Source: an optimization exercise on an open RTL-to-GDS flow (aim: small area, a short achievable clock period and few clock cycles per item). Production flows keep margins and buffers that such runs may drop.
No run shown here included a check of the RTL's function; only the layout flow was run.

## flow/design.v (module list and top-level ports; edited modules follow where they fit)
// module pla_ctrl: 89 lines
// module pla_dp: 1995 lines
// module polyline_length_accumulator_core: 43 lines
module polyline_length_accumulator_core (
    input  logic        i_clk,
    input  logic        i_rst_n,
    input  logic        i_in_valid,
    output logic        o_in_stall,
    input  logic [15:0] i_in_x,
    input  logic [15:0] i_in_y,
    input  logic        i_in_last,
    output logic        o_out_valid,
    input  logic        i_out_stall,
    output logic [31:0] o_out_length,
    output logic [15:0] o_out_count
);
  // ...
==> flow/flow/run.sh <==
#!/bin/bash
# the standard layout (the standard.sh: unchanged synthesis, floorplan,
# placement, clock tree, routing), with its timing repair aimed at a shorter
# period than the clock's: setup repair keeps going until each path has the
# margin below, instead of stopping once the 10 ns clock is met
bash standard.sh SETUP_SLACK_MARGIN=${MARGIN:-6.5} TNS_END_PERCENT=100 finish > standard.log 2>&1
==> flow/standard.sh <==
#!/bin/bash
# synth_recipe.tcl (not shown) runs the flow's synth.tcl, then flattens the netlist and writes it again
# the make line also repeats each setting of config.mk as NAME=value (left out here)
make -C /OpenROAD-flow-scripts/flow DESIGN_CONFIG=/design/flow/config.mk WORK_HOME=/design/flow/orfs CLKGATE_MAP_FILE= SYNTH_SCRIPT=/design/flow/synth_recipe.tcl "${@:-finish}"
==> flow/config.mk <==
export PLATFORM = sky130hd
export DESIGN_NAME = polyline_length_accumulator_core
export DESIGN_NICKNAME = polyline_length_accumulator_core
export VERILOG_FILES = /design/flow/design.v
export SDC_FILE = /design/flow/constraint.sdc
export NUM_CORES = 4
export LEC_CHECK = 0
export ABC_AREA = 1
export CAP_MARGIN = 20
export CORE_MARGIN = 2
export CORE_UTILIZATION = 40
export CTS_BUF_LIST = sky130_fd_sc_hd__clkbuf_16
export CTS_CLUSTER_DIAMETER = 80
export CTS_CLUSTER_SIZE = 30
export SLEW_MARGIN = 20
==> flow/constraint.sdc <==
create_clock -name core_clock -period 10.0 [get_ports {i_clk}]
set_input_delay 2.0000 -clock core_clock [delete_from_list [all_inputs] [get_ports {i_clk}]]
set_output_delay 2.0000 -clock core_clock [all_outputs]
set_load 0.01 [all_outputs]
==> impl_results.md, run 1 <==
- Outcome: complete, no violations
- Share of cells above drive strength 1: 0.136
- Most frequent cell after synthesis: nand2_1
- Met2 Wirelength: about 42 mm
- First-pass GRT wire length: around 130 mm
- Ys async rst share: 0
- Highest Signal Layer: met4
- Nonclk buf count: 302
- Dominant class by area: multi-input combinational cells
- Hold EP: u_dp.q2_rad[3]
- Worst R2R Setup Slack: roughly 6.4 ns
- Synthesized area: 39,300 um2
- Crit share post-route: 0.357
- DR WL met3: roughly 3.2 mm
- Synth Area in Adders: 0.196
- Port bufs: 86
- Crit path max-delay family: simple AND/OR/NAND/NOR gates
- Syn Inst Count: approximately 4,600
- Well-tap cell count: 1,276
- Vias: 28,900
- Biggest register: u_ctrl.r_e
- Skew final: approximately 0.03 ns
- Site row count: between 100 and 150
- Postcts setup bufs: 53
- Simple-gate share of the synthesized area: 0.174
- Layout clock area frac: 0.0301
- Most frequent cells in the layout: nand2_1 (951), inv_1 (789), dfxtp_1 (600), nand3_1 (278), fa_1 (227)
==> run 2: changes to the inputs <==
--- a/flow/design.v
+++ b/flow/design.v
@@ -97,18 +97,16 @@
     output logic [16:0] o_root,
     output logic        o_seg,
     output logic        o_last
 );
     logic        r_have_prev;
     logic [15:0] r_lp_x, r_lp_y;
     logic [16:0] b_dx, b_dy;
     logic        b_seg, b_last;
-    logic [15:0] a_x, a_y;
-    logic        a_v, a_seg, a_last;
     logic [15:0] cx, cy;
     logic        cv, cseg, clast;
     logic pp1;
     logic pp2;
     logic pp3;
     logic pp4;
     logic pp5;
     logic pp6;
@@ -988,30 +986,27 @@
     logic fc782;
     logic fs783;
     logic fc784;
     logic fs785;
     logic fc786;
     logic [33:0] row_a;
     logic [33:0] row_b;
     logic [33:0] rad;
-    logic [32:0] s_rad;
-    logic s_seg;
-    logic s_last;
     logic [2:0] r787;
     logic q788;
     logic [3:0] r789;
     logic [1:0] q790;
-    logic [4:0] r791;
-    logic [2:0] q792;
-    logic [2:0] q1_q;
-    logic [4:0] q1_r;
-    logic [27:0] q1_rad;
+    logic [1:0] q1_q;
+    logic [3:0] q1_r;
+    logic [29:0] q1_rad;
     logic q1_seg;
     logic q1_last;
+    logic [4:0] r791;
+    logic [2:0] q792;
     logic [5:0] r793;
     logic [3:0] q794;
     logic [6:0] r795;
     logic [4:0] q796;
     logic [4:0] q2_q;
     logic [6:0] q2_r;
     logic [23:0] q2_rad;
     logic q2_seg;
@@ -1063,19 +1058,19 @@
     logic q7_last;
     logic [17:0] r817;
     logic [15:0] q818;
     logic [18:0] r819;
     logic [16:0] q820;
     logic [16:0] q8_q;
     logic q8_seg;
     logic q8_last;
-    assign cx = a_x;
-    assign cy = a_y;
-    assign cv = a_v;
+    assign cx = i_in_x;
+    assign cy = i_in_y;
+    assign cv = i_xfer;
     assign pp1 = b_dx[0] & b_dx[1];
     assign pp2 = b_dx[0] & b_dx[2];
     assign pp3 = b_dx[0] & b_dx[3];
     assign pp4 = b_dx[0] & b_dx[4];
     assign pp5 = b_dx[0] & b_dx[5];
     assign pp6 = b_dx[0] & b_dx[6];
     assign pp7 = b_dx[0] & b_dx[7];
     assign pp8 = b_dx[0] & b_dx[8];
@@ -1855,24 +1850,24 @@
     assign fc782 = (t_c30_0 & t_c30_1) | (t_c30_0 & t_c30_2) | (t_c30_1 & t_c30_2);
     assign fs783 = t_c31_0 ^ t_c31_1 ^ t_c31_2;
     assign fc784 = (t_c31_0 & t_c31_1) | (t_c31_0 & t_c31_2) | (t_c31_1 & t_c31_2);
     assign fs785 = t_c32_0 ^ t_c32_1 ^ t_c32_2;
     assign fc786 = (t_c32_0 & t_c32_1) | (t_c32_0 & t_c32_2) | (t_c32_1 & t_c32_2);
     assign row_a = {t_c33_0, fs785, fs783, fs781, fs779, fs777, fs775, fs773, fs771, fs769, fs767, fs765, fs763, fs761, fs759, fs757, fs755, fs753, fs751, fs749, fs747, fs745, fs743, fs741, fs739, fs737, fs735, fs733, fs731, fs729, fs727, hs725, 1'b0, t_c0_0};
     assign row_b = {fc786, fc784, fc782, fc780, fc778, fc776, fc774, fc772, fc770, fc768, fc766, fc764, fc762, fc760, fc758, fc756, fc754, fc752, fc750, fc748, fc746, fc744, fc742, fc740, fc738, fc736, fc734, fc732, fc730, fc728, hc726, t_c2_2, 1'b0, t_c0_1};
     assign rad = row_a + row_b;
-    assign r787 = {1'b0, 1'b0, s_rad[32]} + 3'b111;
+    assign r787 = {1'b0, 1'b0, rad[32]} + 3'b111;
     assign q788 = ~r787[2];
-    assign r789 = {r787[1:0], s_rad[31], s_rad[30]} + {~r787[2], q788 ^ {1{~r787[2]}}, 2'b11};
+    assign r789 = {r787[1:0], rad[31], rad[30]} + {~r787[2], q788 ^ {1{~r787[2]}}, 2'b11};
     assign q790 = {q788, ~r789[3]};
-    assign r791 = {r789[2:0], s_rad[29], s_rad[28]} + {~r789[3], q790 ^ {2{~r789[3]}}, 2'b11};
-    assign q792 = {q790, ~r791[4]};
-    assign r793 = {q1_r[3:0], q1_rad[27], q1_rad[26]} + {~q1_r[4], q1_q ^ {3{~q1_r[4]}}, 2'b11};
-    assign q794 = {q1_q, ~r793[5]};
+    assign r791 = {q1_r[2:0], q1_rad[29], q1_rad[28]} + {~q1_r[3], q1_q ^ {2{~q1_r[3]}}, 2'b11};
+    assign q792 = {q1_q, ~r791[4]};
+    assign r793 = {r791[3:0], q1_rad[27], q1_rad[26]} + {~r791[4], q792 ^ {3{~r791[4]}}, 2'b11};
+    assign q794 = {q792, ~r793[5]};
     assign r795 = {r793[4:0], q1_rad[25], q1_rad[24]} + {~r793[5], q794 ^ {4{~r793[5]}}, 2'b11};
     assign q796 = {q794, ~r795[6]};
     assign r797 = {q2_r[5:0], q2_rad[23], q2_rad[22]} + {~q2_r[6], q2_q ^ {5{~q2_r[6]}}, 2'b11};
     assign q798 = {q2_q, ~r797[7]};
     assign r799 = {r797[6:0], q2_rad[21], q2_rad[20]} + {~r797[7], q798 ^ {6{~r797[7]}}, 2'b11};
     assign q800 = {q798, ~r799[8]};
     assign r801 = {q3_r[7:0], q3_rad[19], q3_rad[18]} + {~q3_r[8], q3_q ^ {7{~q3_r[8]}}, 2'b11};
     assign q802 = {q3_q, ~r801[9]};
@@ -1890,18 +1885,16 @@
     assign q814 = {q6_q, ~r813[15]};
     assign r815 = {r813[14:0], q6_rad[5], q6_rad[4]} + {~r813[15], q814 ^ {14{~r813[15]}}, 2'b11};
     assign q816 = {q814, ~r815[16]};
     assign r817 = {q7_r[15:0], q7_rad[3], q7_rad[2]} + {~q7_r[16], q7_q ^ {15{~q7_r[16]}}, 2'b11};
     assign q818 = {q7_q, ~r817[17]};
     assign r819 = {r817[16:0], q7_rad[1], q7_rad[0]} + {~r817[17], q818 ^ {16{~r817[17]}}, 2'b11};
     assign q820 = {q818, ~r819[18]};
     always_ff @(posedge i_clk) begin
-        a_x <= i_in_x;
-        a_y <= i_in_y;
         if (cv) begin
             r_lp_x <= cx;
             r_lp_y <= cy;
         end
         b_dx <= {cx[15], cx} - {r_lp_x[15], r_lp_x};
         b_dy <= {cy[15], cy} - {r_lp_y[15], r_lp_y};
         t_c0_0 <= b_dx[0];
         t_c0_1 <= b_dy[0];
@@ -1994,20 +1987,19 @@
         t_c30_2 <= fc718;
         t_c31_0 <= fs721;
         t_c31_1 <= fc664;
         t_c31_2 <= fc720;
         t_c32_0 <= fs723;
         t_c32_1 <= b_dy[16];
         t_c32_2 <= fc722;
         t_c33_0 <= fc724;
-        s_rad <= rad[32:0];
-        q1_q <= q792;
-        q1_r <= r791;
-        q1_rad <= s_rad[27:0];
+        q1_q <= q790;
+        q1_r <= r789;
+        q1_rad <= rad[29:0];
         q2_q <= q796;
         q2_r <= r795;
         q2_rad <= q1_rad[23:0];
         q3_q <= q800;
         q3_r <= r799;
         q3_rad <= q2_rad[19:0];
         q4_q <= q804;
         q4_r <= r803;
@@ -2018,26 +2010,21 @@
         q6_q <= q812;
         q6_r <= r811;
         q6_rad <= q5_rad[7:0];
         q7_q <= q816;
         q7_r <= r815;
         q7_rad <= q6_rad[3:0];
         q8_q <= q820;
         if (!i_rst_n) begin
-            a_v         <= 1'b0;
-            a_seg       <= 1'b0;
-            a_last      <= 1'b0;
             r_have_prev <= 1'b0;
             b_seg       <= 1'b0;
             b_last      <= 1'b0;
             t_seg <= 1'b0;
             t_last <= 1'b0;
-            s_seg <= 1'b0;
-            s_last <= 1'b0;
             q1_seg <= 1'b0;
             q1_last <= 1'b0;
             q2_seg <= 1'b0;
             q2_last <= 1'b0;
             q3_seg <= 1'b0;
             q3_last <= 1'b0;
             q4_seg <= 1'b0;
             q4_last <= 1'b0;
@@ -2046,27 +2033,22 @@
             q6_seg <= 1'b0;
             q6_last <= 1'b0;
             q7_seg <= 1'b0;
             q7_last <= 1'b0;
             q8_seg <= 1'b0;
             q8_last <= 1'b0;
         end else begin
             if (i_xfer) r_have_prev <= !i_in_last;
-            a_v    <= i_xfer;
-            a_seg  <= i_xfer & r_have_prev;
-            a_last <= i_xfer & i_in_last;
-            b_seg  <= a_seg;
-            b_last <= a_last;
+            b_seg  <= i_xfer & r_have_prev;
+            b_last <= i_xfer & i_in_last;
             t_seg <= b_seg;
             t_last <= b_last;
-            s_seg <= t_seg;
-            s_last <= t_last;
-            q1_seg <= s_seg;
-            q1_last <= s_last;
+            q1_seg <= t_seg;
+            q1_last <= t_last;
             q2_seg <= q1_seg;
             q2_last <= q1_last;
             q3_seg <= q2_seg;
             q3_last <= q2_last;
             q4_seg <= q3_seg;
             q4_last <= q3_last;
             q5_seg <= q4_seg;
             q5_last <= q4_last;
==> flow/config.mk (replaced) <==
export PLATFORM = sky130hd
export DESIGN_NAME = polyline_length_accumulator_core
export DESIGN_NICKNAME = polyline_length_accumulator_core
export VERILOG_FILES = /design/flow/design.v
export SDC_FILE = /design/flow/constraint.sdc
export NUM_CORES = 4
export LEC_CHECK = 0
export ABC_AREA = 1
export CAP_MARGIN = 20
export CORE_MARGIN = 2
export CORE_UTILIZATION = 40
export SLEW_MARGIN = 20
==> run 2 against run 1 <==
Compared with the run above: critical path depth is 2 lower; still clean; sequential share of layout area shrank 3.1 points; critical endpoint is now u_dp.q2_q[0]; highest routed layer unchanged.
==> impl_results.md, run 2 <==
- I/O pin total: 87
- Worst Hold Class: flip-flop to flip-flop
- First-pass GRT wire length: 139 mm (+5.0%)
- Crit-path cells: xnor2_2 -> ha_1 -> inv_1 -> o21ai_2 -> a21oi_2 -> xor2_4 -> xnor2_1 -> inv_1 -> ha_4 -> nand2_1 -> nand2_1 -> a21oi_2 -> xor2_2 -> buf_4 -> buf_4 -> xor2_1 -> ha_1 -> a21oi_2 -> xnor2_1 -> inv_1 -> xor2_1 -> inv_1
- WHS Path Cells: 0
- Pins Over Slew Limit: 0
- Seq/Total Area, Yosys: 0.363
- RSZ-0062 raised after global routing: yes
- Share of cells above drive strength 1: 0.151 (+0.0150)
- Vias per cell: about 4.7
- Worst-path clk slew: ~0.060 ns
- CP Capture Type: flip-flop
- Max-cap violations: 0
- Syn Inst Count: 4,568 (-0.70%)
- CP Buf/Inv Count: 6
- Most frequent cells in the layout: nand2_1 (997), inv_1 (770), dfxtp_1 (533), nand3_1 (250), ha_1 (229)
- Placement Setup Slack: 4.91 ns
- Die W: 313 um
- Total Routed Length: between 80 and 90 mm
- Ys async rst share: 0 (unchanged)
- Clock H-tree levels: 3
- Pin count of the biggest net entering global routing: 87
- Area Overhead vs Synth: 20.6%
- Die area: roughly 98,000 um2
- Reg2reg path depth: 22
- Max Clock Freq: approximately 270 MHz
- Max Fanout on Critical Path: 4
- Biggest register: u_ctrl.r_e
- Final setup margin: roughly 6.3 ns
- Post-DRT Antenna Nets: 0
- WS Path Type: flip-flop to flip-flop
- Most frequent cell after synthesis: nand2_1
- Most common cell after layout, fill and taps aside: nand2_1
- Top cell type by total area after synthesis: dfxtp_1
- Crit path max-delay family: XOR/XNOR gates
- Required @ worst endpoint: ~11 ns
- Hpwl dp: 59.1 mm
- Clk buf depth: 3
- Final Hold Fails: 0
- Final setup TNS: 0 ns
- CP Launch Type: flip-flop
- Final Setup Violations: 0
- DR WL/cell: 14.0 um
- Synth Area per Inst: approximately 8.3 um2
- Clock Sinks: about 650
- Vias in the first global route: between 20,000 and 30,000
- Final min period: 3.69 ns
- Vias: 28,900 (+0.028%)
- Area of the core: between 90,000 and 100,000 um2
- Die Y: roughly 310 um
- Yosys cell types: 50
- Rel. slew slack: 0.389
- Inserted Clock Buffers: between 70 and 80
- Initial Util: 0.403
- Slowest cell on crit path: dfxtp_4
- Synthesized area: 38,100 um2 (-2.9%)
- Yosys top cell area share: 0.300
- Fin nets: 5,325
- Warnings from Yosys: 3
- Skew-Pair Late Insertion Delay: between 0.6 and 0.7 ns
- DR iter-0 viols: between 1,500 and 2,000
- Post-place instance area: approximately 40,000 um2
- Total grt overflow: 0
- Root Buffer: clkbuf_16
- Initial antenna violation count: 0
- Diodes inserted: 0
- Commonest cells in the synthesized netlist: nand2_1 (1,025), inv_1 (788), dfxtp_1 (572), nand3_1 (260), ha_1 (252)
- Residual DRC count: 0
- Most area-consuming cells after synthesis: dfxtp_1 (30%), fa_1 (12%), nand2_1 (10%), ha_1 (8.3%), inv_1 (7.8%)
- Critical Path AT: approximately 4.2 ns
- CP max stage delay: roughly 0.36 ns
- Seq cells post-synth: 652
- Total GRT Usage: 0.171
- Most frequent CP cell: inv_1
- Port bufs: 86 (unchanged)
- EDFF count, synth: 80
- Largest registers: u_ctrl.r_e: 144 flops, u_dp.q1_rad: 30 flops, u_dp.q2_rad: 24 flops
- Site row count: 113 (-0.88%)
- Outcome: complete, no violations
- Max FFs per register: ~140
- Crit share post-route: 0.369 (+0.0121)
- Worst slew pin tran: 0.915 ns
- Top_reg_cell synth: dfxtp_1
- Hold_ws: approximately 0.32 ns
- Critical Path Stages: 22
- Synthesized Nets: around 5,000
- CTS tree: done
- Non-Filler Cell Area, Final: ~46,000 um2
- GPL Wtd Cong: 0.843
- DRT Pass-1 Iters: 5
- Skew final: 0.0293 ns (-0.000669 ns)
[run 2: area by class of cell]
class	count	area, um2
clock buffer	103	2140
timing repair buffer	314	2790
tap	1265	1580
clock inverter	32	382
multi-input combinational	2973	22100
fill	8960	48700
inverter	795	3020
sequential	652	14000
[run 2: metrics by stage]
step / std cells / utilization
global placement: 5786 / 0.425
global route: 6134 / 0.486
CTS: 6000 / 0.463
detailed placement: 5786 / 0.425
finish: 6134 / 0.486
floorplan: 4568 / -
[run 2: timing repair]
action | in CTS | in global routing
gates cloned | 3 | 4
buffers inserted | 76 | 130
pin swaps | 63 | 154
endpoints found under the hold margin | 0 | 0
resized for setup | 197 | 239
hold buffers | 0 | 0
endpoints found under the setup margin | 289 | 169
[run 2: path summary, 6_finish.rpt]
path | start | end | slack (ns)
worst max-delay path | u_dp.q1_r[3] | u_dp.q2_q[0] | 6.31
worst min-delay path | u_dp.q1_rad[16] | u_dp.q2_rad[16] | 0.32
worst max register to register | u_dp.q1_r[3] | u_dp.q2_q[0] | 6.31
worst min register to register | u_dp.q1_rad[16] | u_dp.q2_rad[16] | 0.32
[run 2: cells by family after synthesis]
family / count (synthesis) / share of synthesized area
and+or+nand+nor: 1650 / 0.186
buffers and inverters: 947 / 0.0953
DFF: 652 / 0.363
adders and majority gates: 479 / 0.202
AOI/OAI and AO/OA: 476 / 0.0697
xor gates and xnor gates: 357 / 0.0824
muxes: 7 / 0.00184
[run 2: routing by layer]
layer,vias to the layer above,wire [um],track usage
met2,485,43400,0.312
met3,191,2810,0.0257
met4,0,2970,0.0636
met1,13500,36900,0.203
li1,14700,-,-
met5,-,0,0

port drivers added, routing unchanged:
No port has a modelled driver above. Below, the same layouts with a new extraction and two added sets of constraints. Step 1 assumes that a clkbuf_16 drives the clock port and a buf_2 every other input. Step 2 adds t to the input delays and takes it off the output delays; t is the mean of the earliest and latest rising clock arrival at the registers after step 1. Input paths then give back, and output paths get back, about the clock's delay inside the block. Slacks: no drivers / after step 1 / after step 2; pairs: no drivers / after step 1.
run | t, ns | setup slack, ns | worst slew at a driven data input, ns
run 1 | 0.670 | 6.435 / 6.435 / 6.241 | 0.04
run 2 | 0.678 | 6.314 / 6.314 / 5.934 | 0.05
After both steps setup and hold are still met in every run listed. The setup slack of run 2, which loses most, moves by 0.000 ns with the drivers and by -0.380 ns with both steps.
